From an optimization exercise on the open Yosys and OpenROAD flow, aimed at a short achievable clock period and few clock cycles per item; shortcuts taken in it are not production practice. Where RTL was checked, it was by simulation tests only, not by an equivalence proof against the original. Function not checked in runs 1 and 2: the RTL went through the layout flow alone. Power figures rest on the tool's default switching activity, not on a simulated workload.

File: flow/design.v
package mipsPkg;
  localparam logic [5:0] OpRtype = 6'b000000;
  localparam logic [5:0] OpLw    = 6'b100011;
  localparam logic [5:0] OpSw    = 6'b101011;
  localparam logic [5:0] OpBeq   = 6'b000100;
  localparam logic [5:0] FnAdd = 6'b100000;
  localparam logic [5:0] FnSub = 6'b100010;
  localparam logic [5:0] FnAnd = 6'b100100;
  localparam logic [5:0] FnOr  = 6'b100101;
  localparam logic [5:0] FnSlt = 6'b101010;
endpackage
`timescale 1ns/1ps
module mainDecoder (
  input  logic [5:0] opcode,
  output logic       isRtype,
  output logic       isLw,
  output logic       isSw,
  output logic       isBeq
);
  assign isRtype = (opcode == mipsPkg::OpRtype);
  assign isLw    = (opcode == mipsPkg::OpLw);
  assign isSw    = (opcode == mipsPkg::OpSw);
  assign isBeq   = (opcode == mipsPkg::OpBeq);
endmodule
`timescale 1ns/1ps
module aluDecoder (
  input  logic [5:0] funct,
  output logic       fnAdd,
  output logic       fnSub,
  output logic       fnAnd,
  output logic       fnOr,
  output logic       fnSlt
);
  assign fnAdd = (funct == mipsPkg::FnAdd);
  assign fnSub = (funct == mipsPkg::FnSub);
  assign fnAnd = (funct == mipsPkg::FnAnd);
  assign fnOr  = (funct == mipsPkg::FnOr);
  assign fnSlt = (funct == mipsPkg::FnSlt);
endmodule
`timescale 1ns/1ps
module controlUnit (
  input  logic [31:0] instr,
  output logic        regWrite,    
  output logic        memToReg,    
  output logic        memWrite,    
  output logic        branch,      
  output logic [4:0]  dest,        
  output logic [4:0]  aluSel,      
  output logic        illegal
);
  logic isRtype, isLw, isSw, isBeq;
  logic fnAdd, fnSub, fnAnd, fnOr, fnSlt;
  logic rOk;
  mainDecoder u_mainDecoder (
    .opcode  (instr[31:26]),
    .isRtype (isRtype),
    .isLw    (isLw),
    .isSw    (isSw),
    .isBeq   (isBeq)
  );
  aluDecoder u_aluDecoder (
    .funct (instr[5:0]),
    .fnAdd (fnAdd),
    .fnSub (fnSub),
    .fnAnd (fnAnd),
    .fnOr  (fnOr),
    .fnSlt (fnSlt)
  );
  assign rOk      = isRtype & (fnAdd | fnSub | fnAnd | fnOr | fnSlt);
  assign illegal  = ~(rOk | isLw | isSw | isBeq);
  assign regWrite = rOk | isLw;
  assign memToReg = isLw;
  assign memWrite = isSw;
  assign branch   = isBeq;
  assign dest     = rOk ? instr[15:11] : (isLw ? instr[20:16] : 5'd0);
  assign aluSel   = rOk ? {fnSlt, fnOr, fnAnd, fnSub, fnAdd} : 5'b00000;
endmodule
`timescale 1ns/1ps
module regFile (
  input  logic        clk,
  input  logic        rst,
  input  logic        we,
  input  logic [4:0]  wa,
  input  logic [31:0] wd,
  input  logic [31:0] wdEq,      
  input  logic [31:0] sel1,      
  input  logic [31:0] sel2,      
  input  logic [31:0] imm,       
  output logic [31:0] rd1,
  output logic [31:0] rd2,
  output logic [31:0] rd1Sum,    
  output logic        rdEq,      
  output logic [1023:0] regVal     
);
  logic [31:0] regs [32];
  logic [1023:0] eqTab;            
  logic [31:0] sums [32];
  logic [31:0] row;
  always_ff @(posedge clk) begin
    if (rst) begin
      for (int i = 1; i < 32; i++) begin
        regs[i] <= 32'h0;
      end
    end else if (we && (wa != 5'd0)) begin
      regs[wa] <= wd;
    end
  end
  always_ff @(posedge clk) begin
    for (int i = 0; i < 32; i++) begin
      for (int j = i + 1; j < 32; j++) begin
        if (rst) begin
          eqTab[32*i+j] <= 1'b1;
        end else if (we && (wa != 5'd0) && (wa == 5'(i))) begin
          eqTab[32*i+j] <= wdEq[j];
        end else if (we && (wa != 5'd0) && (wa == 5'(j))) begin
          eqTab[32*i+j] <= wdEq[i];
        end
      end
    end
  end
  always_comb begin
    regVal[31:0] = 32'h0;
    for (int i = 1; i < 32; i++) begin
      regVal[32*i +: 32] = regs[i];
    end
  end
  always_comb begin
    for (int i = 0; i < 32; i++) begin
      sums[i] = regVal[32*i +: 32] + imm;
    end
  end
  always_comb begin
    rd1    = 32'h0;
    rd2    = 32'h0;
    rd1Sum = 32'h0;
    for (int i = 0; i < 32; i++) begin
      rd1    = rd1    | ({32{sel1[i]}} & regVal[32*i +: 32]);
      rd2    = rd2    | ({32{sel2[i]}} & regVal[32*i +: 32]);
      rd1Sum = rd1Sum | ({32{sel1[i]}} & sums[i]);
    end
  end
  always_comb begin
    for (int j = 0; j < 32; j++) begin
      row[j] = 1'b0;
      for (int i = 0; i < 32; i++) begin
        if (i == j) begin
          row[j] = row[j] | sel1[i];
        end else if (i < j) begin
          row[j] = row[j] | (sel1[i] & eqTab[32*i+j]);
        end else begin
          row[j] = row[j] | (sel1[i] & eqTab[32*j+i]);
        end
      end
    end
    rdEq = |(row & sel2);
  end
endmodule
`timescale 1ns/1ps
module alu (
  input  logic [31:0] a,
  input  logic [31:0] b,
  input  logic [4:0]  sel,    
  output logic [31:0] y,
  output logic        lt
);
  logic [31:0] sum;
  logic [31:0] diff;
  assign sum  = a + b;
  assign diff = a - b;
  sltTree u_sltTree (
    .a  (a),
    .b  (b),
    .lt (lt)
  );
  assign y = ({32{sel[0]}} & sum)
           | ({32{sel[1]}} & diff)
           | ({32{sel[2]}} & (a & b))
           | ({32{sel[3]}} & (a | b))
           | {31'h0, sel[4] & lt};
endmodule
module aluEq (
  input  logic [31:0] a,
  input  logic [31:0] b,
  input  logic [4:0]  sel,    
  input  logic        lt,     
  input  logic [31:0] v,
  output logic        eq
);
  logic [31:0] bs;
  logic [31:0] p;
  logic [31:0] e0;
  logic [31:0] e1;
  logic [31:0] ok;
  logic        sub;
  assign sub = sel[1];
  assign bs  = sub ? ~b : b;
  assign p   = a ^ bs;
  assign e0[0]    = p[0] ^ sub;
  assign e1[0]    = p[0] ^ sub;
  assign e0[31:1] = p[31:1] ^ (a[30:0] | bs[30:0]);
  assign e1[31:1] = p[31:1] ^ (a[30:0] & bs[30:0]);
  always_comb begin
    ok[0] = (v[0] == e0[0]);
    for (int i = 1; i < 32; i++) begin
      ok[i] = v[i - 1] ? (v[i] == e1[i]) : (v[i] == e0[i]);
    end
  end
  assign eq = ((sel[0] | sel[1]) & (&ok))
            | (sel[2] & ((a & b) == v))
            | (sel[3] & ((a | b) == v))
            | (sel[4] & (lt ? (v == 32'd1) : (v == 32'd0)));
endmodule
module aluSum (
  input  logic [31:0] a,
  input  logic [31:0] b,
  input  logic [4:0]  sel,      
  input  logic        lt,       
  input  logic [31:0] imm,
  input  logic [31:0] immPlus1,
  output logic [31:0] y
);
  logic [31:0] x;
  logic [31:0] z;
  logic [31:0] s;
  logic [31:0] c;
  logic        cin;
  always_comb begin
    x   = a;
    z   = b;
    cin = 1'b0;
    if (sel[1]) begin
      z   = ~b;
      cin = 1'b1;
    end else if (sel[2]) begin
      x = a & b;
      z = 32'h0;
    end else if (sel[3]) begin
      x = a | b;
      z = 32'h0;
    end
  end
  assign s = x ^ z ^ imm;
  assign c = {(x[30:0] & z[30:0]) | (x[30:0] & imm[30:0]) | (z[30:0] & imm[30:0]), cin};
  assign y = sel[4] ? (lt ? immPlus1 : imm) : (s + c);
endmodule
module sltTree (
  input  logic [31:0] a,
  input  logic [31:0] b,
  output logic        lt
);
  logic [31:0] l0;
  logic [31:0] e0;
  logic [15:0] l1;
  logic [15:0] e1;
  logic [7:0]  l2;
  logic [7:0]  e2;
  logic [3:0]  l3;
  logic [3:0]  e3;
  logic [1:0]  l4;
  logic [1:0]  e4;
  assign l0 = {a[31] & ~b[31], ~a[30:0] & b[30:0]};
  assign e0 = ~(a ^ b);
  always_comb begin
    for (int i = 0; i < 16; i++) begin
      l1[i] = l0[2*i+1] | (e0[2*i+1] & l0[2*i]);
      e1[i] = e0[2*i+1] & e0[2*i];
    end
    for (int i = 0; i < 8; i++) begin
      l2[i] = l1[2*i+1] | (e1[2*i+1] & l1[2*i]);
      e2[i] = e1[2*i+1] & e1[2*i];
    end
    for (int i = 0; i < 4; i++) begin
      l3[i] = l2[2*i+1] | (e2[2*i+1] & l2[2*i]);
      e3[i] = e2[2*i+1] & e2[2*i];
    end
    for (int i = 0; i < 2; i++) begin
      l4[i] = l3[2*i+1] | (e3[2*i+1] & l3[2*i]);
      e4[i] = e3[2*i+1] & e3[2*i];
    end
  end
  assign lt = l4[1] | (e4[1] & l4[0]);
endmodule
`timescale 1ns/1ps
module dataPath #(
  parameter logic [31:0] ResetPc = 32'h0
) (
  input  logic        clk,
  input  logic        rst,
  input  logic [31:0] instr,
  input  logic        dRegWrite,
  input  logic        dMemToReg,
  input  logic        dMemWrite,
  input  logic        dBranch,
  input  logic [4:0]  dDest,
  input  logic [4:0]  dAluSel,
  input  logic [31:0] readData,
  output logic [31:0] pc,
  output logic [31:0] dataAddr,
  output logic [31:0] writeData,
  output logic        memWrite
);
  logic        xRegWrite;
  logic        xMemToReg;
  logic        xMemWrite;
  logic [4:0]  xDest;
  logic [4:0]  xAluSel;
  logic [31:0] xA;
  logic [31:0] xB;
  logic [31:0] xAddr;
  logic [31:0] aluY;
  logic        aluLt;
  logic [31:0] xResult;
  logic [31:0] xResEq;      
  logic [31:0] pcReg;
  logic [31:0] pcPlus4;
  logic [31:0] pcBranch;
  logic [31:0] signImm;
  logic [31:0] immPlus1;
  logic [4:0]  rs;
  logic [4:0]  rt;
  logic [31:0] selA;
  logic [31:0] selB;
  logic [31:0] rawA;
  logic [31:0] rawB;
  logic [31:0] rawSum;
  logic        rawEq;
  logic [1023:0] regVal;
  logic        fwdA;
  logic        fwdB;
  logic [31:0] opA;
  logic [31:0] opB;
  logic [31:0] fwdSum;
  logic        eqFwdA;
  logic        eqFwdB;
  logic        equal;
  logic        taken;
  assign rs       = instr[25:21];
  assign rt       = instr[20:16];
  assign signImm  = {{16{instr[15]}}, instr[15:0]};
  assign immPlus1 = signImm + 32'd1;
  always_comb begin
    for (int i = 0; i < 32; i++) begin
      selA[i] = (rs == 5'(i));
      selB[i] = (rt == 5'(i));
    end
  end
  regFile u_regFile (
    .clk    (clk),
    .rst    (rst),
    .we     (xRegWrite),
    .wa     (xDest),
    .wd     (xResult),
    .wdEq   (xResEq),
    .sel1   (selA),
    .sel2   (selB),
    .imm    (signImm),
    .rd1    (rawA),
    .rd2    (rawB),
    .rd1Sum (rawSum),
    .rdEq   (rawEq),
    .regVal (regVal)
  );
  for (genvar j = 0; j < 32; j++) begin : g_resEq
    logic aluEqJ;
    aluEq u_aluEq (
      .a   (xA),
      .b   (xB),
      .sel (xAluSel),
      .lt  (aluLt),
      .v   (regVal[32*j +: 32]),
      .eq  (aluEqJ)
    );
    assign xResEq[j] = xMemToReg ? (readData == regVal[32*j +: 32]) : aluEqJ;
  end
  assign fwdA = xRegWrite && (xDest == rs);
  assign fwdB = xRegWrite && (xDest == rt);
  assign opA  = fwdA ? xResult : rawA;
  assign opB  = fwdB ? xResult : rawB;
  assign eqFwdA = |(xResEq & selB);
  assign eqFwdB = |(xResEq & selA);
  always_comb begin
    if (rs == rt) begin
      equal = 1'b1;
    end else if (fwdA) begin
      equal = eqFwdA;
    end else if (fwdB) begin
      equal = eqFwdB;
    end else begin
      equal = rawEq;
    end
  end
  assign taken    = dBranch & equal;
  assign pcPlus4  = pcReg + 32'd4;
  assign pcBranch = pcPlus4 + {signImm[29:0], 2'b00};
  always_ff @(posedge clk) begin
    if (rst) begin
      pcReg <= ResetPc;
    end else if (taken) begin
      pcReg <= pcBranch;
    end else begin
      pcReg <= pcPlus4;
    end
  end
  assign pc = pcReg;
  aluSum u_aluSum (
    .a        (xA),
    .b        (xB),
    .sel      (xAluSel),
    .lt       (aluLt),
    .imm      (signImm),
    .immPlus1 (immPlus1),
    .y        (fwdSum)
  );
  always_ff @(posedge clk) begin
    if (rst) begin
      xRegWrite <= 1'b0;
      xMemToReg <= 1'b0;
      xMemWrite <= 1'b0;
      xDest     <= 5'd0;
      xAluSel   <= 5'd0;
    end else begin
      xRegWrite <= dRegWrite && (dDest != 5'd0);
      xMemToReg <= dMemToReg;
      xMemWrite <= dMemWrite;
      xDest     <= dDest;
      xAluSel   <= dAluSel;
    end
  end
  always_ff @(posedge clk) begin
    xA <= opA;
    xB <= opB;
    if (!fwdA) begin
      xAddr <= rawSum;
    end else if (xMemToReg) begin
      xAddr <= readData + signImm;
    end else begin
      xAddr <= fwdSum;
    end
  end
  alu u_alu (
    .a   (xA),
    .b   (xB),
    .sel (xAluSel),
    .y   (aluY),
    .lt  (aluLt)
  );
  assign xResult   = xMemToReg ? readData : aluY;
  assign dataAddr  = xAddr;
  assign writeData = xB;
  assign memWrite  = xMemWrite & ~rst;
endmodule
`timescale 1ns/1ps
module mipsCore #(
  parameter logic [31:0] ResetPc = 32'h0
) (
  input  logic        clk,
  input  logic        rst,
  output logic [31:0] pc,
  input  logic [31:0] instr,
  output logic [31:0] dataAddr,
  output logic [31:0] writeData,
  output logic        memWrite,
  input  logic [31:0] readData,
  output logic        illegal
);
  logic       regWrite;
  logic       memToReg;
  logic       dMemWrite;
  logic       branch;
  logic [4:0] dest;
  logic [4:0] aluSel;
  controlUnit u_controlUnit (
    .instr    (instr),
    .regWrite (regWrite),
    .memToReg (memToReg),
    .memWrite (dMemWrite),
    .branch   (branch),
    .dest     (dest),
    .aluSel   (aluSel),
    .illegal  (illegal)
  );
  dataPath #(
    .ResetPc (ResetPc)
  ) u_dataPath (
    .clk       (clk),
    .rst       (rst),
    .instr     (instr),
    .dRegWrite (regWrite),
    .dMemToReg (memToReg),
    .dMemWrite (dMemWrite),
    .dBranch   (branch),
    .dDest     (dest),
    .dAluSel   (aluSel),
    .readData  (readData),
    .pc        (pc),
    .dataAddr  (dataAddr),
    .writeData (writeData),
    .memWrite  (memWrite)
  );
endmodule
File: flow/run.sh
#!/bin/bash
# synth_recipe.tcl (not shown) runs the flow's synth.tcl, then flattens the netlist and writes it again
# the make line also repeats each setting of config.mk as NAME=value (left out here)
make -C /OpenROAD-flow-scripts/flow DESIGN_CONFIG=/design/flow/config.mk WORK_HOME=/design/flow/orfs CLKGATE_MAP_FILE= SYNTH_SCRIPT=/design/flow/synth_recipe.tcl finish
File: flow/config.mk
export PLATFORM = sky130hd
export DESIGN_NAME = mipsCore
export DESIGN_NICKNAME = mipsCore
export VERILOG_FILES = /design/flow/design.v
export SDC_FILE = /design/flow/constraint.sdc
export NUM_CORES = 4
export LEC_CHECK = 0
export CAP_MARGIN = 20
export CORE_MARGIN = 2
export CORE_UTILIZATION = 40
export SETUP_SLACK_MARGIN = 5
export SLEW_MARGIN = 20
File: flow/constraint.sdc
create_clock -name core_clock -period 10.5 [get_ports {clk}]
set_input_delay 2.1000 -clock core_clock [delete_from_list [all_inputs] [get_ports {clk}]]
set_output_delay 2.1000 -clock core_clock [all_outputs]
set_load 0.01 [all_outputs]
==> results of run 1 <==
==> layer usage <==
layer | overflow | track usage [%]
met5 | 528 | 90.9
met4 | 6988 | 103
met3 | 4723 | 97.8
met2 | 22001 | 116
met1 | 6168 | 100
==> timing repair <==
item | 4_1_cts
setup endpoints to repair | 1189
hold buffers | 0
setup buffers | 507
pin swaps | 338
gates resized for setup | 1683
cloned | 47
==> through the flow <==
step / hold slack (ns) / power [mW] / utilization (%) / setup WS [ns]
2_1_floorplan: 0.453 / 17.4 / - / 4.94
4_1_cts: 0.519 / 39.0 / 48.2 / 4.53
3_3_place_gp: 0.496 / 29.1 / 44.0 / 1.95
3_5_place_dp: 0.510 / 29.1 / 44.1 / 1.91
==> worst max path at each step <==
stage               from                    to  cells after the start
3_5_place_dp   instr[23]  u_dataPath.pcReg[25]                     16
3_3_place_gp   instr[23]  u_dataPath.pcReg[25]                     16
2_1_floorplan   instr[0]  u_dataPath.xAddr[30]                     17
4_1_cts         instr[0]               illegal                     11
==> power by group through the flow <==
stage | Sequential (mW) | Clock [mW] | Combinational, mW
floorplan | 7.24 | 0 | 10.1
global placement | 7.52 | 0 | 21.6
detailed placement | 7.51 | 0 | 21.6
CTS | 7.39 | 8.05 | 23.6
==> cell families after synthesis <==
family / after synthesis / share of synthesized area, %
xor+xnor: 5627 / 23.3
buf+inv: 3158 / 5.71
flops: 1627 / 20.1
mux: 139 / 0.743
other cells: 1 / 0.00177
fa+ha+maj: 1339 / 8.11
compound gates: 7500 / 23.7
simple gates: 8074 / 18.4
==> flow_summary.toml, run 1 <==
[yosys]
synth_edf_count = 992
netlist_instances = 27465
synth_top_area_share_pct = 15.3
synth_commonest_cells = "3698 x xnor2_1, 2407 x nor2_1, 1943 x nand2_1"
yosysSeqAreaShare_pct = 20.1
async_flop_share_pct = 0
yosys_warnings = 6
syn_area_mm2 = 0.212
yosysMostFrequentCell = "xnor2_1"
yosysUniqueCellTypes = 100
synth.area.top_cells = "xnor2_1 15%, edfxtp_1 14%, xor2_1 8.0%"
syn_avg_cell_area_um2 = 7.71
synth_flop_cell = "edfxtp_1"
synth-seq-cells = 1627
synth_top_cell_by_area = "xnor2_1"

[clock_network]
cts-htree-levels = 4
clock_sinks = 1627
numCtsBuffers = 212
root_buffer = "clkbuf_16"
cts.path.max_buffers = 4

[die]
core.rowCount = 267
die_x_um = 732
die_h_um = 732
initial_utilization_pct = 40.1
ios = 164

[outcome]
outcome = "aborted with a tool error"
lastStage = "global routing"
firstError = "[ERROR GRT-0116] Global routing finished with congestion. Check the congestion regions in the DRC Viewer."

[place]
detailed_place.area_mm2 = 0.233
place_congestion = 1.62
placed_cells = 34061
io_buffers = 161
dp_hpwl_um = 1950000

[grt]
first_global_vias = 320124
grt_pass1_wl_um = 3820000
grt_max_degree = 60
grt_usage_pct = 104
grt-ovfl-total = 40408
==> run 2: changes to the inputs <==
--- a/flow/design.v
+++ b/flow/design.v
@@ -95,5 +95,11 @@
   logic [31:0] regs [32];
   logic [1023:0] eqTab;            
-  logic [31:0] sums [32];
+  logic [16:0] loSums [32];    
+  logic [15:0] hiInc [32];
+  logic [15:0] hiDec [32];
+  logic [16:0] loSel;
+  logic [15:0] hiSel;
+  logic [15:0] hiIncSel;
+  logic [15:0] hiDecSel;
   logic [31:0] row;
   always_ff @(posedge clk) begin
@@ -127,15 +133,30 @@
   always_comb begin
     for (int i = 0; i < 32; i++) begin
-      sums[i] = regVal[32*i +: 32] + imm;
+      loSums[i] = {1'b0, regVal[32*i +: 16]} + {1'b0, imm[15:0]};
+      hiInc[i]  = regVal[32*i+16 +: 16] + 16'd1;
+      hiDec[i]  = regVal[32*i+16 +: 16] - 16'd1;
     end
   end
   always_comb begin
-    rd1    = 32'h0;
-    rd2    = 32'h0;
-    rd1Sum = 32'h0;
+    rd1      = 32'h0;
+    rd2      = 32'h0;
+    loSel    = 17'h0;
+    hiIncSel = 16'h0;
+    hiDecSel = 16'h0;
     for (int i = 0; i < 32; i++) begin
-      rd1    = rd1    | ({32{sel1[i]}} & regVal[32*i +: 32]);
-      rd2    = rd2    | ({32{sel2[i]}} & regVal[32*i +: 32]);
-      rd1Sum = rd1Sum | ({32{sel1[i]}} & sums[i]);
+      rd1      = rd1      | ({32{sel1[i]}} & regVal[32*i +: 32]);
+      rd2      = rd2      | ({32{sel2[i]}} & regVal[32*i +: 32]);
+      loSel    = loSel    | ({17{sel1[i]}} & loSums[i]);
+      hiIncSel = hiIncSel | ({16{sel1[i]}} & hiInc[i]);
+      hiDecSel = hiDecSel | ({16{sel1[i]}} & hiDec[i]);
+    end
+    hiSel = rd1[31:16];
+    rd1Sum[15:0] = loSel[15:0];
+    if (loSel[16] && !imm[15]) begin
+      rd1Sum[31:16] = hiIncSel;
+    end else if (!loSel[16] && imm[15]) begin
+      rd1Sum[31:16] = hiDecSel;
+    end else begin
+      rd1Sum[31:16] = hiSel;
     end
   end
@@ -179,25 +200,42 @@
            | {31'h0, sel[4] & lt};
 endmodule
-module aluEq (
+module aluEqPrep (
   input  logic [31:0] a,
   input  logic [31:0] b,
   input  logic [4:0]  sel,    
-  input  logic        lt,     
-  input  logic [31:0] v,
-  output logic        eq
+  output logic [31:0] e0,
+  output logic [31:0] e1
 );
   logic [31:0] bs;
   logic [31:0] p;
-  logic [31:0] e0;
-  logic [31:0] e1;
-  logic [31:0] ok;
   logic        sub;
   assign sub = sel[1];
   assign bs  = sub ? ~b : b;
   assign p   = a ^ bs;
-  assign e0[0]    = p[0] ^ sub;
-  assign e1[0]    = p[0] ^ sub;
-  assign e0[31:1] = p[31:1] ^ (a[30:0] | bs[30:0]);
-  assign e1[31:1] = p[31:1] ^ (a[30:0] & bs[30:0]);
+  always_comb begin
+    if (sel[2]) begin
+      e0 = a & b;
+      e1 = a & b;
+    end else if (sel[3]) begin
+      e0 = a | b;
+      e1 = a | b;
+    end else begin
+      e0[0]    = p[0] ^ sub;
+      e1[0]    = p[0] ^ sub;
+      e0[31:1] = p[31:1] ^ (a[30:0] | bs[30:0]);
+      e1[31:1] = p[31:1] ^ (a[30:0] & bs[30:0]);
+    end
+  end
+endmodule
+module aluEqChk (
+  input  logic [31:0] e0,
+  input  logic [31:0] e1,
+  input  logic        arith,    
+  input  logic        slt,
+  input  logic        lt,       
+  input  logic [31:0] v,
+  output logic        eq
+);
+  logic [31:0] ok;
   always_comb begin
     ok[0] = (v[0] == e0[0]);
@@ -206,30 +244,19 @@
     end
   end
-  assign eq = ((sel[0] | sel[1]) & (&ok))
-            | (sel[2] & ((a & b) == v))
-            | (sel[3] & ((a | b) == v))
-            | (sel[4] & (lt ? (v == 32'd1) : (v == 32'd0)));
+  assign eq = (arith & (&ok))
+            | (slt & (lt ? (v == 32'd1) : (v == 32'd0)));
 endmodule
-module aluSum (
+module aluSumPrep (
   input  logic [31:0] a,
   input  logic [31:0] b,
-  input  logic [4:0]  sel,      
-  input  logic        lt,       
-  input  logic [31:0] imm,
-  input  logic [31:0] immPlus1,
-  output logic [31:0] y
+  input  logic [4:0]  sel,    
+  output logic [31:0] x,
+  output logic [31:0] z
 );
-  logic [31:0] x;
-  logic [31:0] z;
-  logic [31:0] s;
-  logic [31:0] c;
-  logic        cin;
   always_comb begin
-    x   = a;
-    z   = b;
-    cin = 1'b0;
+    x = a;
+    z = b;
     if (sel[1]) begin
-      z   = ~b;
-      cin = 1'b1;
+      z = ~b;
     end else if (sel[2]) begin
       x = a & b;
@@ -238,9 +265,22 @@
       x = a | b;
       z = 32'h0;
+    end else if (sel[4]) begin
+      x = 32'h0;
+      z = 32'h0;
     end
   end
+endmodule
+module aluSum (
+  input  logic [31:0] x,
+  input  logic [31:0] z,
+  input  logic        cin,
+  input  logic [31:0] imm,
+  output logic [31:0] y
+);
+  logic [31:0] s;
+  logic [31:0] c;
   assign s = x ^ z ^ imm;
   assign c = {(x[30:0] & z[30:0]) | (x[30:0] & imm[30:0]) | (z[30:0] & imm[30:0]), cin};
-  assign y = sel[4] ? (lt ? immPlus1 : imm) : (s + c);
+  assign y = s + c;
 endmodule
 module sltTree (
@@ -308,4 +348,8 @@
   logic [31:0] xB;
   logic [31:0] xAddr;
+  logic [31:0] xE0;         
+  logic [31:0] xE1;
+  logic [31:0] xSumX;       
+  logic [31:0] xSumZ;
   logic [31:0] aluY;
   logic        aluLt;
@@ -316,5 +360,4 @@
   logic [31:0] pcBranch;
   logic [31:0] signImm;
-  logic [31:0] immPlus1;
   logic [4:0]  rs;
   logic [4:0]  rt;
@@ -338,5 +381,4 @@
   assign rt       = instr[20:16];
   assign signImm  = {{16{instr[15]}}, instr[15:0]};
-  assign immPlus1 = signImm + 32'd1;
   always_comb begin
     for (int i = 0; i < 32; i++) begin
@@ -363,11 +405,12 @@
   for (genvar j = 0; j < 32; j++) begin : g_resEq
     logic aluEqJ;
-    aluEq u_aluEq (
-      .a   (xA),
-      .b   (xB),
-      .sel (xAluSel),
-      .lt  (aluLt),
-      .v   (regVal[32*j +: 32]),
-      .eq  (aluEqJ)
+    aluEqChk u_aluEqChk (
+      .e0    (xE0),
+      .e1    (xE1),
+      .arith (|xAluSel[3:0]),
+      .slt   (xAluSel[4]),
+      .lt    (aluLt),
+      .v     (regVal[32*j +: 32]),
+      .eq    (aluEqJ)
     );
     assign xResEq[j] = xMemToReg ? (readData == regVal[32*j +: 32]) : aluEqJ;
@@ -404,11 +447,27 @@
   assign pc = pcReg;
   aluSum u_aluSum (
-    .a        (xA),
-    .b        (xB),
-    .sel      (xAluSel),
-    .lt       (aluLt),
-    .imm      (signImm),
-    .immPlus1 (immPlus1),
-    .y        (fwdSum)
+    .x   (xSumX),
+    .z   (xSumZ),
+    .cin (xAluSel[1] | (xAluSel[4] & aluLt)),
+    .imm (signImm),
+    .y   (fwdSum)
+  );
+  logic [31:0] e0;
+  logic [31:0] e1;
+  logic [31:0] sumX;
+  logic [31:0] sumZ;
+  aluEqPrep u_aluEqPrep (
+    .a   (opA),
+    .b   (opB),
+    .sel (dAluSel),
+    .e0  (e0),
+    .e1  (e1)
+  );
+  aluSumPrep u_aluSumPrep (
+    .a   (opA),
+    .b   (opB),
+    .sel (dAluSel),
+    .x   (sumX),
+    .z   (sumZ)
   );
   always_ff @(posedge clk) begin
@@ -428,6 +487,10 @@
   end
   always_ff @(posedge clk) begin
-    xA <= opA;
-    xB <= opB;
+    xA    <= opA;
+    xB    <= opB;
+    xE0   <= e0;
+    xE1   <= e1;
+    xSumX <= sumX;
+    xSumZ <= sumZ;
     if (!fwdA) begin
       xAddr <= rawSum;
==> flow/flow/run.sh (new file) <==
#!/bin/bash
set -euo pipefail
margin=$(cat flow/margin.txt)
sed -e "s/SETUP_SLACK_MARGIN=[0-9.]*/SETUP_SLACK_MARGIN=${margin}/" standard.sh > standard_margin.sh
bash standard_margin.sh > standard_margin.log 2>&1
==> flow/flow/margin.txt (new file) <==
6.2
==> flow/standard.sh (new file) <==
#!/bin/bash
# synth_recipe.tcl (not shown) runs the flow's synth.tcl, then flattens the netlist and writes it again
# the make line also repeats each setting of config.mk as NAME=value (left out here)
make -C /OpenROAD-flow-scripts/flow DESIGN_CONFIG=/design/flow/config.mk WORK_HOME=/design/flow/orfs CLKGATE_MAP_FILE= SYNTH_SCRIPT=/design/flow/synth_recipe.tcl "${@:-finish}"
--- a/flow/config.mk
+++ b/flow/config.mk
@@ -8,5 +8,5 @@
 export CAP_MARGIN = 20
 export CORE_MARGIN = 2
-export CORE_UTILIZATION = 40
+export CORE_UTILIZATION = 25
 export SETUP_SLACK_MARGIN = 5
 export SLEW_MARGIN = 20
removed: flow/run.sh
==> run 2 against run 1 <==
Against the previous run:
- the run again fails in global routing
- synthesized area fell by 16%
- synthesized cell count is 18% lower
==> flow_summary.toml, run 2 <==
[yosys]
netlist_instances = 22411
synth-seq-cells = 1754
synthAdderAreaFrac_pct = 6.94
synth_edf_count = 992
synth.area.mux_share_pct = 5.76
synth_top_area_share_pct = 16.7
synthSimpleGateAreaFrac_pct = 19.3
yosys_warnings = 9
syn_area_mm2 = 0.178
yosys.area_share.xor_xnor_pct = 15.7
synth_top_cell_by_area = "edfxtp_1"
yosysMostFrequentCell = "nor2_1"
yosysUniqueCellTypes = 102
synth.area.top_cells = "edfxtp_1 17%, xnor2_1 10%, dfxtp_1 8.6%"
syn_avg_cell_area_um2 = 7.95
synth_commonest_cells = "2253 x nor2_1, 2129 x xnor2_1, 1963 x clkbuf_1"
async_flop_share_pct = 0
synth_flop_cell = "edfxtp_1"
yosysSeqAreaShare_pct = 25.3
synth_top_family_by_area = "compound AO/OA/AOI/OAI gates"
synth_compound_gate_area_share_pct = 20.8

[clock_network]
cts.path.max_buffers = 4
hold_buffers = 0
clock_sinks = 1754
cts-htree-levels = 5
numCtsBuffers = 264
root_buffer = "clkbuf_16"

[die]
core.rowCount = 310
die_h_um = 848
ios = 164
initial_utilization_pct = 25.0
die_x_um = 848

[outcome]
outcome = "aborted with a tool error"
firstError = "[ERROR GRT-0116] Global routing finished with congestion. Check the congestion regions in the DRC Viewer."
lastStage = "global routing"

[place]
dp_hpwl_um = 1890000
placed_cells = 31668
place_congestion = 1.28
io_buffers = 161
detailed_place.area_mm2 = 0.204

[grt]
grt_usage_pct = 72.6
grt_pass1_wl_um = 3340000
grt_max_degree = 65
grt-ovfl-total = 35
first_global_vias = 241113
run 2: cells by family after synthesis:
logic type	after synthesis
DFF	1754
adders and majority gates	951
muxes	983
xor gates and xnor gates	3203
AOI/OAI and AO/OA	5379
other	1
buffers and inverters	2929
and+or+nand+nor	7211
run 2: power groups by stage:
stage / logic [mW] / clock network, mW / registers [mW]
floorplan: 7.50 / 0 / 7.93
global placement: 16.0 / 0 / 8.81
detailed placement: 15.9 / 0 / 8.78
CTS: 17.2 / 9.70 / 8.59
run 2: worst max path at each step:
stage | cells after the start | end
after floorplan | 18 | u_dataPath.xAddr[20]
after global placement | 16 | u_dataPath.xAddr[18]
after detailed placement | 17 | u_dataPath.xAddr[18]
after CTS | 21 | u_dataPath.xAddr[16]
run 2: timing repair:
item | 4_1_cts
pin swaps | 482
hold endpoints to repair | 0
gates resized for setup | 2146
gates cloned | 54
endpoints found under the setup margin | 1555
buffers inserted | 659
run 2: through the flow:
stage / setup slack (ns) / total power [mW] / utilization, %
after floorplan: 4.60 / 15.4 / -
after global placement: 1.63 / 24.8 / 28.5
after detailed placement: 1.62 / 24.7 / 28.6
after CTS: 4.41 / 35.5 / 32.3
run 2: routing by layer:
| layer | GRT overflow | GRT usage (%) |
|---|---|---|
| met1 | 0 | 76.3 |
| met2 | 13 | 84.0 |
| met3 | 3 | 60.1 |
| met4 | 19 | 65.9 |
| met5 | 0 | 40.9 |
==> run 3: changes to the inputs <==
--- a/flow/design.v
+++ b/flow/design.v
@@ -98,8 +98,5 @@
   logic [15:0] hiInc [32];
   logic [15:0] hiDec [32];
-  logic [16:0] loSel;
-  logic [15:0] hiSel;
-  logic [15:0] hiIncSel;
-  logic [15:0] hiDecSel;
+  logic [31:0] sums [32];
   logic [31:0] row;
   always_ff @(posedge clk) begin
@@ -136,27 +133,22 @@
       hiInc[i]  = regVal[32*i+16 +: 16] + 16'd1;
       hiDec[i]  = regVal[32*i+16 +: 16] - 16'd1;
+      sums[i][15:0] = loSums[i][15:0];
+      if (loSums[i][16] && !imm[15]) begin
+        sums[i][31:16] = hiInc[i];
+      end else if (!loSums[i][16] && imm[15]) begin
+        sums[i][31:16] = hiDec[i];
+      end else begin
+        sums[i][31:16] = regVal[32*i+16 +: 16];
+      end
     end
   end
   always_comb begin
-    rd1      = 32'h0;
-    rd2      = 32'h0;
-    loSel    = 17'h0;
-    hiIncSel = 16'h0;
-    hiDecSel = 16'h0;
+    rd1    = 32'h0;
+    rd2    = 32'h0;
+    rd1Sum = 32'h0;
     for (int i = 0; i < 32; i++) begin
-      rd1      = rd1      | ({32{sel1[i]}} & regVal[32*i +: 32]);
-      rd2      = rd2      | ({32{sel2[i]}} & regVal[32*i +: 32]);
-      loSel    = loSel    | ({17{sel1[i]}} & loSums[i]);
-      hiIncSel = hiIncSel | ({16{sel1[i]}} & hiInc[i]);
-      hiDecSel = hiDecSel | ({16{sel1[i]}} & hiDec[i]);
-    end
-    hiSel = rd1[31:16];
-    rd1Sum[15:0] = loSel[15:0];
-    if (loSel[16] && !imm[15]) begin
-      rd1Sum[31:16] = hiIncSel;
-    end else if (!loSel[16] && imm[15]) begin
-      rd1Sum[31:16] = hiDecSel;
-    end else begin
-      rd1Sum[31:16] = hiSel;
+      rd1    = rd1    | ({32{sel1[i]}} & regVal[32*i +: 32]);
+      rd2    = rd2    | ({32{sel2[i]}} & regVal[32*i +: 32]);
+      rd1Sum = rd1Sum | ({32{sel1[i]}} & sums[i]);
     end
   end
@@ -403,16 +395,18 @@
     .regVal (regVal)
   );
+  logic [31:0] chkE0;
+  logic [31:0] chkE1;
+  assign chkE0 = xMemToReg ? readData : xE0;
+  assign chkE1 = xMemToReg ? readData : xE1;
   for (genvar j = 0; j < 32; j++) begin : g_resEq
-    logic aluEqJ;
     aluEqChk u_aluEqChk (
-      .e0    (xE0),
-      .e1    (xE1),
-      .arith (|xAluSel[3:0]),
-      .slt   (xAluSel[4]),
+      .e0    (chkE0),
+      .e1    (chkE1),
+      .arith (xMemToReg | (|xAluSel[3:0])),
+      .slt   (~xMemToReg & xAluSel[4]),
       .lt    (aluLt),
       .v     (regVal[32*j +: 32]),
-      .eq    (aluEqJ)
+      .eq    (xResEq[j])
     );
-    assign xResEq[j] = xMemToReg ? (readData == regVal[32*j +: 32]) : aluEqJ;
   end
   assign fwdA = xRegWrite && (xDest == rs);
--- a/flow/config.mk
+++ b/flow/config.mk
@@ -8,5 +8,5 @@
 export CAP_MARGIN = 20
 export CORE_MARGIN = 2
-export CORE_UTILIZATION = 25
+export CORE_UTILIZATION = 28
 export SETUP_SLACK_MARGIN = 5
 export SLEW_MARGIN = 20
==> run 3 against run 2 <==
Against the previous run:
- the flow again stops in global routing
- synthesized cell count fell by 6.2%
- synthesized area decreased by 4.4%
==> flow_summary.toml, run 3 <==
[clock_network]
clock_sinks = 1754
cts-htree-levels = 5
hold_buffers = 0
cts.path.max_buffers = 4
root_buffer = "clkbuf_16"
numCtsBuffers = 262

[yosys]
syn_avg_cell_area_um2 = 8.11
syn_area_mm2 = 0.170
yosys_warnings = 10
synth_top_cell_by_area = "edfxtp_1"
yosysMostFrequentCell = "nor2_1"
synth_top_area_share_pct = 17.5
yosysSeqAreaShare_pct = 26.4
synth-seq-cells = 1754
async_flop_share_pct = 0
synth.area.top_cells = "edfxtp_1 17%, dfxtp_1 9.0%, xor2_1 6.5%"
synth_commonest_cells = "2168 x nor2_1, 1928 x o21ai_0, 1717 x clkbuf_1"
yosysUniqueCellTypes = 107
netlist_instances = 21012
synth_flop_cell = "edfxtp_1"
synth_edf_count = 992

[outcome]
lastStage = "global routing"
firstError = "[ERROR GRT-0116] Global routing finished with congestion. Check the congestion regions in the DRC Viewer."
outcome = "aborted with a tool error"

[place]
place_congestion = 1.31
placed_cells = 28964
dp_hpwl_um = 1620000
io_buffers = 161

[die]
ios = 164
die_x_um = 784
initial_utilization_pct = 28.1
core.rowCount = 286
die_h_um = 784

[grt]
grt_pass1_wl_um = 3380000
grt-ovfl-total = 1318
grt_usage_pct = 81.9
grt_max_degree = 136
first_global_vias = 259878
==> run 3: cell types whose count changed after synthesis, moves of 286 or more <==
cell	delta
mux2i_1	-700
xnor2_1	-1327
nand2_1	-746
a221oi_1	+286
mux2_2	+821
a22oi_1	-511
o21ai_0	+924
==> run 3: timing repair <==
| action | CTS |
|---|---|
| pin swaps | 765 |
| setup buffers | 1076 |
| resized for setup | 3444 |
| setup endpoints to repair | 1491 |
| cloned | 101 |
==> run 3: kinds of logic after synthesis <==
logic type,count (synthesis),synth area share [%]
AOI/OAI and AO/OA,6643,25.9
xor gates and xnor gates,2064,10.6
and+or+nand+nor,6055,17.3
adders and majority gates,953,7.27
other,1,0.00220
DFF,1754,26.4
muxes,1072,6.92
buffers and inverters,2470,5.53
==> run 3: how the worst max path moves through the flow <==
stage / to / slack (ns) / cells after the start
4_1_cts: u_dataPath.xAddr[28] / 4.17 / 19
3_5_place_dp: u_dataPath.xAddr[31] / 1.30 / 21
3_3_place_gp: u_dataPath.xAddr[30] / 0.65 / 18
2_1_floorplan: u_dataPath.xAddr[28] / 4.56 / 17
==> run 3: through the flow <==
| step | total power [mW] | setup WS [ns] | hold WS, ns | instance area (um^2) |
|---|---|---|---|---|
| after floorplan | 15.5 | 4.56 | 0.459 | 176000 |
| after global placement | 23.1 | 0.648 | 0.506 | 193000 |
| after detailed placement | 23.0 | 1.30 | 0.507 | 193000 |
| after CTS | 34.2 | 4.17 | 0.527 | 229000 |
==> run 3: layer usage <==
layer / global-route usage, % / GRT overflow
met1: 83.7 / 96
met2: 91.2 / 580
met3: 73.0 / 121
met4: 76.8 / 505
met5: 57.8 / 16
==> run 3: power by group through the flow <==
stage	clock network [mW]	registers [mW]	logic (mW)
4_1_cts	9.75	8.35	16.1
3_5_place_dp	0	8.50	14.5
2_1_floorplan	0	8.01	7.47
3_3_place_gp	0	8.50	14.6
Testbench counts of run 3, summed over its fixed seeds: cycles 13,195, instructions 13,187.
==> run 4: changes to the inputs <==
--- a/flow/design.v
+++ b/flow/design.v
@@ -81,26 +81,17 @@
   input  logic        rst,
   input  logic        we,
+  input  logic [4:0]  ra1,
+  input  logic [4:0]  ra2,
   input  logic [4:0]  wa,
   input  logic [31:0] wd,
-  input  logic [31:0] wdEq,      
-  input  logic [31:0] sel1,      
-  input  logic [31:0] sel2,      
-  input  logic [31:0] imm,       
   output logic [31:0] rd1,
-  output logic [31:0] rd2,
-  output logic [31:0] rd1Sum,    
-  output logic        rdEq,      
-  output logic [1023:0] regVal     
+  output logic [31:0] rd2
 );
   logic [31:0] regs [32];
-  logic [1023:0] eqTab;            
-  logic [16:0] loSums [32];    
-  logic [15:0] hiInc [32];
-  logic [15:0] hiDec [32];
-  logic [31:0] sums [32];
-  logic [31:0] row;
+  logic [31:0] sel1;
+  logic [31:0] sel2;
   always_ff @(posedge clk) begin
     if (rst) begin
-      for (int i = 1; i < 32; i++) begin
+      for (int i = 0; i < 32; i++) begin
         regs[i] <= 32'h0;
       end
@@ -109,62 +100,15 @@
     end
   end
-  always_ff @(posedge clk) begin
-    for (int i = 0; i < 32; i++) begin
-      for (int j = i + 1; j < 32; j++) begin
-        if (rst) begin
-          eqTab[32*i+j] <= 1'b1;
-        end else if (we && (wa != 5'd0) && (wa == 5'(i))) begin
-          eqTab[32*i+j] <= wdEq[j];
-        end else if (we && (wa != 5'd0) && (wa == 5'(j))) begin
-          eqTab[32*i+j] <= wdEq[i];
-        end
-      end
-    end
-  end
-  always_comb begin
-    regVal[31:0] = 32'h0;
-    for (int i = 1; i < 32; i++) begin
-      regVal[32*i +: 32] = regs[i];
-    end
-  end
   always_comb begin
     for (int i = 0; i < 32; i++) begin
-      loSums[i] = {1'b0, regVal[32*i +: 16]} + {1'b0, imm[15:0]};
-      hiInc[i]  = regVal[32*i+16 +: 16] + 16'd1;
-      hiDec[i]  = regVal[32*i+16 +: 16] - 16'd1;
-      sums[i][15:0] = loSums[i][15:0];
-      if (loSums[i][16] && !imm[15]) begin
-        sums[i][31:16] = hiInc[i];
-      end else if (!loSums[i][16] && imm[15]) begin
-        sums[i][31:16] = hiDec[i];
-      end else begin
-        sums[i][31:16] = regVal[32*i+16 +: 16];
-      end
-    end
-  end
-  always_comb begin
-    rd1    = 32'h0;
-    rd2    = 32'h0;
-    rd1Sum = 32'h0;
-    for (int i = 0; i < 32; i++) begin
-      rd1    = rd1    | ({32{sel1[i]}} & regVal[32*i +: 32]);
-      rd2    = rd2    | ({32{sel2[i]}} & regVal[32*i +: 32]);
-      rd1Sum = rd1Sum | ({32{sel1[i]}} & sums[i]);
+      sel1[i] = (ra1 == 5'(i)) && (i != 0);
+      sel2[i] = (ra2 == 5'(i)) && (i != 0);
     end
-  end
-  always_comb begin
-    for (int j = 0; j < 32; j++) begin
-      row[j] = 1'b0;
-      for (int i = 0; i < 32; i++) begin
-        if (i == j) begin
-          row[j] = row[j] | sel1[i];
-        end else if (i < j) begin
-          row[j] = row[j] | (sel1[i] & eqTab[32*i+j]);
-        end else begin
-          row[j] = row[j] | (sel1[i] & eqTab[32*j+i]);
-        end
-      end
+    rd1 = 32'h0;
+    rd2 = 32'h0;
+    for (int i = 1; i < 32; i++) begin
+      rd1 = rd1 | ({32{sel1[i]}} & regs[i]);
+      rd2 = rd2 | ({32{sel2[i]}} & regs[i]);
     end
-    rdEq = |(row & sel2);
   end
 endmodule
@@ -347,5 +291,4 @@
   logic        aluLt;
   logic [31:0] xResult;
-  logic [31:0] xResEq;      
   logic [31:0] pcReg;
   logic [31:0] pcPlus4;
@@ -354,66 +297,58 @@
   logic [4:0]  rs;
   logic [4:0]  rt;
-  logic [31:0] selA;
-  logic [31:0] selB;
   logic [31:0] rawA;
   logic [31:0] rawB;
-  logic [31:0] rawSum;
-  logic        rawEq;
-  logic [1023:0] regVal;
   logic        fwdA;
   logic        fwdB;
   logic [31:0] opA;
   logic [31:0] opB;
-  logic [31:0] fwdSum;
+  logic [31:0] chkE0;
+  logic [31:0] chkE1;
+  logic        chkArith;
+  logic        chkSlt;
   logic        eqFwdA;
   logic        eqFwdB;
   logic        equal;
   logic        taken;
-  assign rs       = instr[25:21];
-  assign rt       = instr[20:16];
-  assign signImm  = {{16{instr[15]}}, instr[15:0]};
-  always_comb begin
-    for (int i = 0; i < 32; i++) begin
-      selA[i] = (rs == 5'(i));
-      selB[i] = (rt == 5'(i));
-    end
-  end
+  assign rs      = instr[25:21];
+  assign rt      = instr[20:16];
+  assign signImm = {{16{instr[15]}}, instr[15:0]};
   regFile u_regFile (
-    .clk    (clk),
-    .rst    (rst),
-    .we     (xRegWrite),
-    .wa     (xDest),
-    .wd     (xResult),
-    .wdEq   (xResEq),
-    .sel1   (selA),
-    .sel2   (selB),
-    .imm    (signImm),
-    .rd1    (rawA),
-    .rd2    (rawB),
-    .rd1Sum (rawSum),
-    .rdEq   (rawEq),
-    .regVal (regVal)
+    .clk (clk),
+    .rst (rst),
+    .we  (xRegWrite),
+    .ra1 (rs),
+    .ra2 (rt),
+    .wa  (xDest),
+    .wd  (xResult),
+    .rd1 (rawA),
+    .rd2 (rawB)
   );
-  logic [31:0] chkE0;
-  logic [31:0] chkE1;
-  assign chkE0 = xMemToReg ? readData : xE0;
-  assign chkE1 = xMemToReg ? readData : xE1;
-  for (genvar j = 0; j < 32; j++) begin : g_resEq
-    aluEqChk u_aluEqChk (
-      .e0    (chkE0),
-      .e1    (chkE1),
-      .arith (xMemToReg | (|xAluSel[3:0])),
-      .slt   (~xMemToReg & xAluSel[4]),
-      .lt    (aluLt),
-      .v     (regVal[32*j +: 32]),
-      .eq    (xResEq[j])
-    );
-  end
   assign fwdA = xRegWrite && (xDest == rs);
   assign fwdB = xRegWrite && (xDest == rt);
   assign opA  = fwdA ? xResult : rawA;
   assign opB  = fwdB ? xResult : rawB;
-  assign eqFwdA = |(xResEq & selB);
-  assign eqFwdB = |(xResEq & selA);
+  assign chkE0    = xMemToReg ? readData : xE0;
+  assign chkE1    = xMemToReg ? readData : xE1;
+  assign chkArith = xMemToReg | (|xAluSel[3:0]);
+  assign chkSlt   = ~xMemToReg & xAluSel[4];
+  aluEqChk u_eqFwdA (
+    .e0    (chkE0),
+    .e1    (chkE1),
+    .arith (chkArith),
+    .slt   (chkSlt),
+    .lt    (aluLt),
+    .v     (rawB),
+    .eq    (eqFwdA)
+  );
+  aluEqChk u_eqFwdB (
+    .e0    (chkE0),
+    .e1    (chkE1),
+    .arith (chkArith),
+    .slt   (chkSlt),
+    .lt    (aluLt),
+    .v     (rawA),
+    .eq    (eqFwdB)
+  );
   always_comb begin
     if (rs == rt) begin
@@ -424,5 +359,5 @@
       equal = eqFwdB;
     end else begin
-      equal = rawEq;
+      equal = (rawA == rawB);
     end
   end
@@ -440,4 +375,22 @@
   end
   assign pc = pcReg;
+  logic [16:0] rawLo;
+  logic [15:0] rawHiInc;
+  logic [15:0] rawHiDec;
+  logic [31:0] rawAddr;
+  assign rawLo    = {1'b0, rawA[15:0]} + {1'b0, signImm[15:0]};
+  assign rawHiInc = rawA[31:16] + 16'd1;
+  assign rawHiDec = rawA[31:16] - 16'd1;
+  always_comb begin
+    rawAddr[15:0] = rawLo[15:0];
+    if (rawLo[16] && !signImm[15]) begin
+      rawAddr[31:16] = rawHiInc;
+    end else if (!rawLo[16] && signImm[15]) begin
+      rawAddr[31:16] = rawHiDec;
+    end else begin
+      rawAddr[31:16] = rawA[31:16];
+    end
+  end
+  logic [31:0] fwdSum;
   aluSum u_aluSum (
     .x   (xSumX),
@@ -488,5 +441,5 @@
     xSumZ <= sumZ;
     if (!fwdA) begin
-      xAddr <= rawSum;
+      xAddr <= rawAddr;
     end else if (xMemToReg) begin
       xAddr <= readData + signImm;
==> flow/run.sh (new file) <==
#!/bin/bash
# synth_recipe.tcl (not shown) runs the flow's synth.tcl, then flattens the netlist and writes it again
# the make line also repeats each setting of config.mk as NAME=value (left out here)
make -C /OpenROAD-flow-scripts/flow DESIGN_CONFIG=/design/flow/config.mk WORK_HOME=/design/flow/orfs CLKGATE_MAP_FILE= SYNTH_SCRIPT=/design/flow/synth_recipe.tcl finish
--- a/flow/config.mk
+++ b/flow/config.mk
@@ -8,5 +8,5 @@
 export CAP_MARGIN = 20
 export CORE_MARGIN = 2
-export CORE_UTILIZATION = 28
+export CORE_UTILIZATION = 35
 export SETUP_SLACK_MARGIN = 5
 export SLEW_MARGIN = 20
removed: flow/flow/run.sh
removed: flow/flow/margin.txt
removed: flow/standard.sh
==> run 4 against run 3 <==
Against the previous run:
- now clean on timing, DRC and antenna
- synthesized cell count decreased by 61%
- synthesized area decreased by 55%
==> flow_summary.toml, run 4 <==
[yosys]
async_flop_share_pct = 0
syn_avg_cell_area_um2 = 9.38
synth_top_cell_by_area = "edfxtp_1"
synth_flop_cell = "edfxtp_1"
synth_edf_count = 992
syn_area_mm2 = 0.0760
synth-seq-cells = 1258
synth_commonest_cells = "1321 x nor2_1, 992 x edfxtp_1, 634 x and3_1"
synth.area.top_cells = "edfxtp_1 39%, dfxtp_1 7.0%, nor2_1 6.5%"
netlist_instances = 8099
synth_top_area_share_pct = 39.2
yosysSeqAreaShare_pct = 46.2
yosysUniqueCellTypes = 101
yosys_warnings = 6
yosysMostFrequentCell = "nor2_1"

[setup_path]
worstPathArrival_ns = 6.86
critPathMaxFanout = 40
path_buf_inv = 6
cp-start-kind = "input pin"
cp_cell_sequence = "buf_16, buf_16, and2_4, buf_12, buf_6, nand3_1, o2111ai_1, nor4_4, a21bo_2, a31oi_1, xor2_1, a2111o_1, or4_4, nor4b_4, nand4b_4, buf_6, buf_12, nand2_8, mux2_4"
required_ns = 11.27
criticalPathCategory = "input pin to flop"
cpLargestDelayFamily = "simple AND/OR/NAND/NOR gates"
cp-end-kind = "flop"
reg2regPathDepth = 23
cp.depth = 19
slowest_stage = "nor4_4"
cp_slowest_stage_delay_ns = 0.78

[place]
io_buffers = 161
place_congestion = 1.05
detailed_place.area_mm2 = 0.0827
dp_hpwl_um = 336000

[final_layout]
final_cell_mix = "1264 x nor2_1, 992 x edfxtp_1, 610 x and3_1"
largest_reg_flops = 992
syn_to_final_growth_pct = 26.1
final_area_mm2 = 0.0958
final_common_cell = "nor2_1"
regMostFlops = "u_dataPath.u_regFile.regs"
layout.nets = 8884
drive_above_1_share_pct = 18.9

[sta]
period_share_pct = 58.0
maxSlewViolCount = 0
layout_min_cycle_time_ns = 6.09
setup_tns_ns = 0
clock_skew_ns = 0.0616
relSlewSlack_pct = 6.74
setup_viol = 0
rsz0062_at_grt = "true"
fmax_ghz = 0.164
worstMarginPinSlew_ns = 1.39
finalHoldViolations = 0

[die]
ios = 164
initial_utilization_pct = 35.1
die_h_um = 470
dieArea_mm2 = 0.221
core_area_mm2 = 0.217
core.rowCount = 171
die_x_um = 470

[outcome]
outcome = "no timing/DRC/antenna violations"

[clock_network]
clock_latency_ns = 0.89
clkSlewWorstSetupHoldPaths_ns = 0.06
hold_buffers = 0
numCtsBuffers = 151
root_buffer = "clkbuf_16"
cts.path.max_buffers = 3
cts_tree = "done"
cts-htree-levels = 4
clock_sinks = 1258

[grt]
grt-ovfl-total = 0
grt_max_degree = 78
grt_usage_pct = 48.0
grt_pass1_wl_um = 711000
first_global_vias = 75635
antenna_found_initial = 91

[flow_run]
drv_cap = 0

[detailed_routing]
vias_per_cell = 7.31
drc = 0
postRouteAntennaNets = 0
via_count = 84585
drtIter0Drc = 16413
drt_wl_total_um = 557000
wire_per_inst_um = 48.2
drtPass1Iterations = 10

[pwr]
p_leak_nw = 37.5
power-per-cell-area_mw_per_mm2 = 163
ir_drop_mv = 0.203

[worst_hold_path]
whs_path_depth = 3
holdCritPathClass = "flop to flop"
-- run 4: cell types whose count changed after synthesis, moves of 723 or more --
cell / delta
clkbuf_1: -1121
xor2_1: -1149
o21ai_0: -1677
mux2_2: -820
a21oi_1: -723
nor2_1: -847
-- run 4: cell families after synthesis --
logic type,after synthesis,share of synthesized area (%)
and+or+nand+nor,3624,23.6
AOI/OAI and AO/OA,1503,14.1
DFF,1258,46.2
buffers and inverters,912,4.62
adders and majority gates,358,6.18
xor gates and xnor gates,348,4.01
muxes,95,1.29
other,1,0.00494
-- run 4: repair_timing --
item,in CTS,in global routing
pin swaps,135,106
cloned,47,7
resized for setup,634,259
setup buffers,250,78
endpoints found under the setup margin,212,97
-- run 4: area by class of cell --
class                           instances  area (um^2)
Clock buffer                          200         4180
Multi-Input combinational cell       5940        41000
Antenna cell                          107          268
Fill cell                           20777       121000
Tap cell                             2854         3570
Inverter                              238          905
Clock inverter                         76          754
Sequential cell                      1258        35200
Timing Repair Buffer                  895         9940
-- run 4: worst reg2reg max path, stage by stage, from the launching register on --
cell and delay, ns:
dfxtp_1 0.53, inv_1 0.12, ha_2 0.47, a21oi_1 0.06
o21ai_0 0.15, a21oi_1 0.10, o21ba_2 0.23, o41ai_4 0.41
a31oi_4 0.16, or2_4 0.29, ha_4 0.20, a21o_1 0.18
a21oi_2 0.21, o21ai_0 0.14, a21o_1 0.25, a311o_1 0.44
a21oi_2 0.22, nor3_4 0.12, a2111oi_2 0.40, o31ai_1 0.14
a21oi_1 0.25, xnor2_2 0.19, nor3_1 0.10, a311oi_1 0.28
-- run 4: power by group --
part | total [mW] | leakage [nW] | switching, mW | internal, mW
Clock | 5.50 | 2.41 | 2.45 | 3.04
Combinational | 4.16 | 22.4 | 2.69 | 1.47
Sequential | 5.96 | 12.7 | 0.279 | 5.68
-- run 4: worst paths after layout --
kind | start | slack, ns | to
worst max-delay path | instr[17] | 4.41 | u_dataPath.pcReg[16]
worst min-delay path | u_dataPath.pcReg[31] | 0.66 | u_dataPath.pcReg[31]
worst max register to register | u_dataPath.xB[10] | 4.79 | u_dataPath.xAddr[31]
worst min register to register | u_dataPath.pcReg[31] | 0.66 | u_dataPath.pcReg[31]
-- run 4: metal layers --
layer / vias to the layer above / global-route usage [%] / routed length (um)
met2: 9178 / 66.5 / 219000
met1: 41309 / 54.1 / 186000
met4: 40 / 44.1 / 64600
met5: - / 0.411 / 765
met3: 3236 / 22.9 / 86000
li1: 30822 / - / -
-- run 4: stage by stage --
step                      setup WS (ns)  total power [mW]  cells  hold slack [ns]  utilization (%)
after CTS                          4.53              15.2  11376            0.651             43.2
after floorplan                    4.32              7.87   8100            0.623                -
after global routing               4.47              15.8  11481            0.697             44.1
after detailed placement           1.73              9.44  10803            0.641             38.2
final                              4.41              15.6  11568            0.655             44.2
after global placement             1.72              9.43  10799            0.646             38.1
Testbench counts of run 4, summed over its fixed seeds: cycles 13,195, instructions 13,187.
==> run 5: changes to the inputs <==
--- a/flow/design.v
+++ b/flow/design.v
@@ -283,5 +283,13 @@
   logic [31:0] xA;
   logic [31:0] xB;
-  logic [31:0] xAddr;
+  logic [15:0] xAddrLo;     
+  logic [15:0] xHi;         
+  logic [15:0] xHiInc;
+  logic [15:0] xHiDec;
+  logic [15:0] xFwdHi;
+  logic        xPickHi;
+  logic        xPickInc;
+  logic        xPickDec;
+  logic        xPickFwd;
   logic [31:0] xE0;         
   logic [31:0] xE1;
@@ -375,22 +383,18 @@
   end
   assign pc = pcReg;
-  logic [16:0] rawLo;
-  logic [15:0] rawHiInc;
-  logic [15:0] rawHiDec;
-  logic [31:0] rawAddr;
-  assign rawLo    = {1'b0, rawA[15:0]} + {1'b0, signImm[15:0]};
-  assign rawHiInc = rawA[31:16] + 16'd1;
-  assign rawHiDec = rawA[31:16] - 16'd1;
-  always_comb begin
-    rawAddr[15:0] = rawLo[15:0];
-    if (rawLo[16] && !signImm[15]) begin
-      rawAddr[31:16] = rawHiInc;
-    end else if (!rawLo[16] && signImm[15]) begin
-      rawAddr[31:16] = rawHiDec;
-    end else begin
-      rawAddr[31:16] = rawA[31:16];
-    end
-  end
+  logic [8:0]  rawLo8;
+  logic [8:0]  rawMid0;
+  logic [8:0]  rawMid1;
+  logic [8:0]  rawMid;
+  logic [15:0] rawLo16;
+  logic        rawC16;
+  assign rawLo8  = {1'b0, rawA[7:0]} + {1'b0, signImm[7:0]};
+  assign rawMid0 = {1'b0, rawA[15:8]} + {1'b0, signImm[15:8]};
+  assign rawMid1 = {1'b0, rawA[15:8]} + {1'b0, signImm[15:8]} + 9'd1;
+  assign rawMid  = rawLo8[8] ? rawMid1 : rawMid0;
+  assign rawLo16 = {rawMid[7:0], rawLo8[7:0]};
+  assign rawC16  = rawMid[8];
   logic [31:0] fwdSum;
+  logic [31:0] fwdAddr;
   aluSum u_aluSum (
     .x   (xSumX),
@@ -440,12 +444,15 @@
     xSumX <= sumX;
     xSumZ <= sumZ;
-    if (!fwdA) begin
-      xAddr <= rawAddr;
-    end else if (xMemToReg) begin
-      xAddr <= readData + signImm;
-    end else begin
-      xAddr <= fwdSum;
-    end
+    xHi      <= rawA[31:16];
+    xHiInc   <= rawA[31:16] + 16'd1;
+    xHiDec   <= rawA[31:16] - 16'd1;
+    xFwdHi   <= fwdAddr[31:16];
+    xAddrLo  <= fwdA ? fwdAddr[15:0] : rawLo16;
+    xPickFwd <= fwdA;
+    xPickInc <= !fwdA && rawC16 && !signImm[15];
+    xPickDec <= !fwdA && !rawC16 && signImm[15];
+    xPickHi  <= !fwdA && (rawC16 == signImm[15]);
   end
+  assign fwdAddr = xMemToReg ? (readData + signImm) : fwdSum;
   alu u_alu (
     .a   (xA),
@@ -456,5 +463,9 @@
   );
   assign xResult   = xMemToReg ? readData : aluY;
-  assign dataAddr  = xAddr;
+  assign dataAddr  = {({16{xPickHi}}  & xHi)
+                     | ({16{xPickInc}} & xHiInc)
+                     | ({16{xPickDec}} & xHiDec)
+                     | ({16{xPickFwd}} & xFwdHi),
+                       xAddrLo};
   assign writeData = xB;
   assign memWrite  = xMemWrite & ~rst;
--- a/flow/config.mk
+++ b/flow/config.mk
@@ -8,5 +8,6 @@
 export CAP_MARGIN = 20
 export CORE_MARGIN = 2
-export CORE_UTILIZATION = 35
+export CORE_UTILIZATION = 30
+export PLACE_DENSITY = 0.45
 export SETUP_SLACK_MARGIN = 5
 export SLEW_MARGIN = 20
==> run 5 against run 4 <==
Against the previous run:
- still clean
- clock skew down 0.0086 ns
- global-route usage down 6.6 points
- synthesized area up 2.0%
- first-iteration DRC count down 9.8%
- sequential power up 4.9%
- synthesized cell count up 0.17%
- power up 5.9%
- critical path depth down 2
- final area up 3.3%
- combinational power up 4%
- via count down 2.9%
- worst setup slack better by 0.00051 ns
==> flow_summary.toml, run 5 <==
[place]
dp_hpwl_um = 364000
place_congestion = 1.08
placed_cells = 11317
detailed_place.area_mm2 = 0.0842
io_buffers = 161

[setup_path]
worstPathArrival_ns = 6.91
cp_slowest_stage_delay_ns = 0.53
cpLargestDelayFamily = "simple AND/OR/NAND/NOR gates"
cp-start-kind = "input pin"
critPathMaxFanout = 7
cp-end-kind = "flop"
required_ns = 11.31
slowest_stage = "nor2_4"
crit_top_cell = "buf_12"
path_buf_inv = 4
cp_cell_sequence = "buf_16, buf_12, buf_8, or3_4, nor2_4, buf_12, a22oi_2, and3_4, a311o_1, o311ai_4, xor2_2, nand4_1, nor4_4, a21oi_4, and2_4, or4_1, a21oi_2"
criticalPathCategory = "input pin to flop"

[die]
ios = 164
dieArea_mm2 = 0.262
die_x_um = 512
core_area_mm2 = 0.257
die_h_um = 512
initial_utilization_pct = 30.2
core.rowCount = 186

[clock_network]
hold_buffers = 0
cts_tree = "done"
root_buffer = "clkbuf_16"
clkSlewWorstSetupHoldPaths_ns = 0.06
cts-htree-levels = 4
clock_sinks = 1309
numCtsBuffers = 165
cts.path.max_buffers = 3
clock_latency_ns = 0.91

[yosys]
yosysUniqueCellTypes = 113
synth_edf_count = 992
synth_flop_cell = "edfxtp_1"
async_flop_share_pct = 0
yosys_warnings = 6
synth-seq-cells = 1309
synth.area.top_cells = "edfxtp_1 38%, dfxtp_1 8.2%, nor2_1 6.5%"
synth_commonest_cells = "1335 x nor2_1, 992 x edfxtp_1, 664 x and3_1"
syn_area_mm2 = 0.0775
synth_top_area_share_pct = 38.4
synth_top_cell_by_area = "edfxtp_1"
syn_avg_cell_area_um2 = 9.55
yosysSeqAreaShare_pct = 46.6
netlist_instances = 8113
yosysMostFrequentCell = "nor2_1"

[sta]
finalHoldViolations = 0
fmax_ghz = 0.164
rsz0062_at_grt = "true"
layout_min_cycle_time_ns = 6.09
setup_viol = 0
setup_tns_ns = 0
maxSlewViolCount = 0
relSlewSlack_pct = 10.6
period_share_pct = 58.0
clock_skew_ns = 0.0530
worstMarginPinSlew_ns = 1.34
fin_hold_ws_ns = 0.669

[detailed_routing]
drtPass1Iterations = 13
wire_per_inst_um = 46.9
top_layer = "met5"
via_count = 82131
vias_per_cell = 6.77
wl_met1_um = 204000
drc = 0
drt_wl_total_um = 568000
routed-wl-met3_um = 76600
postRouteAntennaNets = 0
wl_met2_um = 230000
drtIter0Drc = 14799

[final_layout]
final_area_mm2 = 0.0990
regMostFlops = "u_dataPath.u_regFile.regs"
syn_to_final_growth_pct = 27.7
largest_reg_flops = 992
final_common_cell = "nor2_1"
fillers = 25398
final_cell_mix = "1268 x nor2_1, 992 x edfxtp_1, 642 x and3_1"
layout.nets = 8934
fin_cells = 12126
drive_above_1_share_pct = 20.0

[pwr]
power-per-cell-area_mw_per_mm2 = 167
p_leak_nw = 38.5
ir_drop_mv = 0.195

[grt]
grt_pass1_wl_um = 727000
antenna_found_initial = 86
grt-ovfl-total = 0
grt_usage_pct = 41.4
first_global_vias = 74543
grt_max_degree = 87

[flow_run]
drv_cap = 0

[outcome]
outcome = "no timing/DRC/antenna violations"

[worst_hold_path]
holdCritPathClass = "flop to flop"
==> run 5: report_power, final <==
group / total, mW / internal [mW] / switching (mW)
registers: 6.25 / 5.92 / 0.322
logic: 4.34 / 1.57 / 2.78
clock network: 5.95 / 3.38 / 2.57
total: 16.5 / 10.9 / 5.67
==> run 5: logic make-up after synthesis <==
family                     synth area share [%]
muxes                                      1.24
AOI/OAI and AO/OA                          14.8
other                                   0.00484
xor gates and xnor gates                   4.23
buffers and inverters                      4.79
DFF                                        46.6
adders and majority gates                  6.21
and+or+nand+nor                            22.1
==> run 5: cell type report <==
class	count	area [um^2]	share of cell area [%]
Sequential cell	1309	36200	36.5
Tap cell	3384	4230	4.28
Multi-Input combinational cell	5892	42100	42.5
Inverter	253	982	0.992
Antenna cell	78	195	0.197
Clock inverter	79	918	0.928
Timing Repair Buffer	907	9870	9.97
Clock buffer	224	4510	4.56
==> run 5: stage by stage <==
stage	setup slack, ns	util, %	total power, mW
floorplan	4.29	-	8.12
global placement	1.24	32.7	9.78
detailed placement	1.55	32.8	9.76
CTS	4.71	37.7	16.2
global route	4.56	38.5	16.8
finish	4.41	38.5	16.5
==> run 5: worst paths after layout <==
kind,start,to,slack [ns],cells past startpoint
setup / recovery,instr[18],u_dataPath.pcReg[22],4.41,17
hold / removal,u_dataPath.pcReg[25],u_dataPath.pcReg[25],0.67,3
setup reg to reg,u_dataPath.xB[1],u_dataPath.xE1[17],5.10,17
hold reg to reg,u_dataPath.pcReg[25],u_dataPath.pcReg[25],0.67,3
==> run 5: worst min-delay path, delay by kind of cell, from the launching register on <==
| family | cells | cell delay, ns |
|---|---|---|
| flip-flops | 1 | 0.36 |
| AO/OA/AOI/OAI | 2 | 0.14 |
| XOR/XNOR | 1 | 0.12 |
==> run 5: what timing repair did <==
action,4_1_cts,5_1_grt
setup buffers,283,90
pin swaps,203,129
endpoints found under the setup margin,220,105
resized for setup,820,219
gates cloned,46,9
==> run 5: layer usage <==
metal / track usage (%) / vias to the layer above
li1: - / 30885
met1: 48.8 / 40647
met2: 58.7 / 7914
met3: 17.4 / 2650
met4: 32.5 / 35
met5: 2.14 / -
Testbench counts of run 5, summed over its fixed seeds: cycles 13,195, instructions 13,187.

==> static timing again, ports no longer ideal <==
Ports are ideal in the flow. The routed layouts listed here were re-timed in OpenROAD. Step 1: set_driving_cell puts a clkbuf_16 on clk and a buf_2 on each other input, an assumption about the parent block. Step 2 adds t to the input delays and takes it off the output delays; t is the mean of the earliest and latest rising clock arrival at the registers after step 1. Input paths then give back, and output paths get back, about the clock's delay inside the block. a / b / c = no drivers / after step 1 / after step 2; a / b = the first two.
run | t, ns | setup WS [ns] | clock arrival spread, ns | worst register clock-pin slew, ns | cell pins on the clock port's net
run 4 | 0.964 | 4.407 / 4.021 / 3.057 | 0.061 / 0.061 | 0.07 / 0.07 | 1
run 5 | 0.980 | 4.407 / 4.203 / 3.224 | 0.053 / 0.053 | 0.07 / 0.07 | 1
After both steps every run listed still meets setup and hold. The setup slack of run 4, which loses most, moves by -0.386 ns with the drivers and by -1.350 ns with both steps.
